Context: an optimization exercise on an open-source flow, tuned for small area, a short achievable clock period and few clock cycles per item. The choices shown serve that exercise and are no tape-out recipe.
Function was checked by simulation only, so behaviour that the tests miss may differ from the original.
Power is estimated from default activity; no workload was simulated.

// ex_stage
module ex_stage (
    input  logic        clk,
    input  logic        rst,
    input  logic        id_ex_valid,
    input  logic [31:0] id_ex_pc,
    input  logic [31:0] id_ex_rs1_data,
    input  logic [31:0] id_ex_rs2_data,
    input  logic [31:0] id_ex_imm,
    input  logic        id_ex_alu_src,
    input  logic [3:0]  id_ex_alu_op,
    input  logic        id_ex_branch,
    input  logic [2:0]  id_ex_funct3,
    input  logic [4:0]  id_ex_rd,
    input  logic        id_ex_reg_write,
    input  logic        id_ex_mem_read,
    input  logic        id_ex_mem_write,
    input  logic        id_ex_mem_to_reg,
    input  logic [1:0]  forwardA,
    input  logic [1:0]  forwardB,
    input  logic [31:0] mem_wb_fwd_data,
    input  logic        mem_stall,
    input  logic        flush,
    output logic        ex_busy,
    output logic        ex_mem_valid,
    output logic        ex_mem_reg_write,
    output logic        ex_mem_mem_read,
    output logic        ex_mem_mem_write,
    output logic        ex_mem_mem_to_reg,
    output logic [31:0] ex_mem_alu_result,
    output logic [31:0] ex_mem_store_data,
    output logic [4:0]  ex_mem_rd,
    output logic        ex_mem_branch_taken,
    output logic [31:0] ex_mem_branch_target
);
Size in the first run: roughly 3700 cells after synthesis, ~180 flip-flops.
Settings: LEC_CHECK=0, ABC_AREA=1, CAP_MARGIN=20, CORE_MARGIN=2, CORE_UTILIZATION=35, SLEW_MARGIN=20; clock period 18.0 ns.
standard.sh (not shown) runs the stock make flow with config.mk's settings and CLKGATE_MAP_FILE= SYNTH_SCRIPT=/design/flow/synth_recipe.tcl, a recipe that flattens the netlist after the stock synthesis.
==> flow/flow/run.sh <==
#!/bin/bash
# Standard synthesis, then the standard layout with timing repair aimed
# below the clock period (setup margin in flow/margin.txt), so the achieved
# period shrinks. Ports are buffered with buf_1 rather than the delay cell
# buffer_ports picks by default.
set -euo pipefail
MARGIN=$(cat flow/margin.txt)
bash standard.sh synth > synth.log 2>&1
bash standard.sh SETUP_SLACK_MARGIN=$MARGIN "BUFFER_PORTS_ARGS=-buffer_cell sky130_fd_sc_hd__buf_1" finish > layout.log 2>&1
==> flow/flow/margin.txt <==
10.1
The first run ran to the end with no violations.
Testbench counts at the start, summed over its fixed seeds: cycles 25,557, instructions 16,000.
Rerun with:
==> flow/flow/margin.txt (replaced) <==
10.4
- SLEW_MARGIN: 20 -> 30
=>
- The changed run completed with no timing, DRC or antenna violations
- setup slack gains 91 ps
- routed wire length climbs by 8.5%
- power climbs by 8.9%
- utilization climbs by 3.6 points
- synthesized area is unchanged
- critical path depth climbs by 4
- cell count climbs by 2.2%
- global-route usage climbs by 2.1 points

========
== exp/willow ==
Another version of the RTL of ex_stage (not shown whole).
For scale: ~3700 cells after synthesis, about 300 I/O pins.
==> flow/config.mk <==
export PLATFORM = sky130hd
export DESIGN_NAME = ex_stage
export DESIGN_NICKNAME = ex_stage
export VERILOG_FILES = /design/flow/design.v
export SDC_FILE = /design/flow/constraint.sdc
export NUM_CORES = 4
export LEC_CHECK = 0
export CAP_MARGIN = 20
export CORE_MARGIN = 2
export CORE_UTILIZATION = 20
export SLEW_MARGIN = 20
==> flow/constraint.sdc <==
create_clock -name core_clock -period 18.0 [get_ports {clk}]
set_input_delay 3.6000 -clock core_clock [delete_from_list [all_inputs] [get_ports {clk}]]
set_output_delay 3.6000 -clock core_clock [all_outputs]
set_load 0.01 [all_outputs]
==> flow/flow/run.sh <==
#!/bin/bash
# Standard synthesis, then the standard layout with timing repair aimed
# below the clock period (setup margin), so the achieved period shrinks.
set -euo pipefail
MARGIN=$(cat flow/margin.txt)
bash standard.sh synth > synth.log 2>&1
bash standard.sh SETUP_SLACK_MARGIN=$MARGIN finish > layout.log 2>&1
==> flow/flow/margin.txt <==
9.5
Testbench counts of exp/willow, summed over its fixed seeds: cycles 25,557, instructions 16,000.
[inputs] exp/sierra vs exp/willow
Settings: changing CORE_UTILIZATION from 20 to 30.
==> flow/flow/run.sh <==
#!/bin/bash
# Standard synthesis, then the standard layout with timing repair aimed
# below the clock period (setup margin in flow/margin.txt), so the achieved
# period shrinks. Ports are buffered with buf_2 rather than the delay cell
# buffer_ports picks by default.
set -euo pipefail
MARGIN=$(cat flow/margin.txt)
bash standard.sh synth > synth.log 2>&1
bash standard.sh SETUP_SLACK_MARGIN=$MARGIN "BUFFER_PORTS_ARGS=-buffer_cell sky130_fd_sc_hd__buf_2" finish > layout.log 2>&1
==> flow/flow/margin.txt <==
10
### Flow results
Sum of net half-perimeters after detailed placement (higher): exp/willow. exp/sierra: full die area is 33% lower than what exp/willow reported. Setup slack delta (exp/sierra − exp/willow): favourable. Compared with exp/willow, exp/sierra shows a higher number of detailed-routing iterations run before antenna repair. Going from exp/willow to exp/sierra, number of violations reported at the end of detailed-routing iteration 0 grows by 71.
Inputs modified between exp/sierra and exp/ember:
Settings: CORE_UTILIZATION: 30 -> 20.
==> flow/flow/run.sh <==
#!/bin/bash
# Standard synthesis, then the standard layout with timing repair aimed
# below the clock period (setup margin), so the achieved period shrinks.
set -euo pipefail
MARGIN=$(cat flow/margin.txt)
bash standard.sh synth > synth.log 2>&1
bash standard.sh SETUP_SLACK_MARGIN=$MARGIN finish > layout.log 2>&1
==> flow/flow/margin.txt <==
10.2
--- outcome ---
- Looking at slowest cell on the critical path, the sky130_fd_sc_hd__fa_2 result is from exp/ember; the sky130_fd_sc_hd__a222oi_1 one comes from exp/sierra.
- Post-detailed-routing wire length, exp/ember and exp/sierra: higher on exp/ember
- In exp/ember, the via count of the first global-routing pass came out 821 above the value in exp/sierra.
- Summary of exp/ember over exp/sierra: power consumed by the clock network fell by about 1%, total power rose by 5.5%, number of placement rows rose by 23%, fraction of area in clock buffers and inverters fell by 0.24 points.

## re-timing with driven ports
Ports are ideal in the flow. The routed layouts listed here were re-timed in OpenROAD.
Step 1: set_driving_cell puts a clkbuf_16 on clk and a buf_2 on each other input, an assumption about the parent block.
Step 2 also shifts input and output timing later by t, the mid clock arrival at the registers, as if the neighbouring blocks saw the same clock.
a / b / c = no drivers / after step 1 / after step 2; a / b = the first two.
| run | shift t [ns] | slack for setup (ns) | worst setup path at the end |
|---|---|---|---|
| the first run of note 1 | 0.563 | 10.079 / 10.067 / 9.558 | input to register |
| the second run of note 1 | 0.544 | 10.171 / 10.182 / 9.638 | input to register |
| exp/willow | 0.571 | 9.379 / 9.427 / 8.856 | input to register |
| exp/sierra | 0.589 | 9.657 / 9.675 / 9.085 | input to register |
| exp/ember | 0.566 | 9.960 / 9.990 / 9.425 | input to register |
After both steps setup and hold are still met in every run listed. For exp/sierra, which loses most, drivers alone change the setup slack by +0.018 ns; drivers and shift together by -0.572 ns.
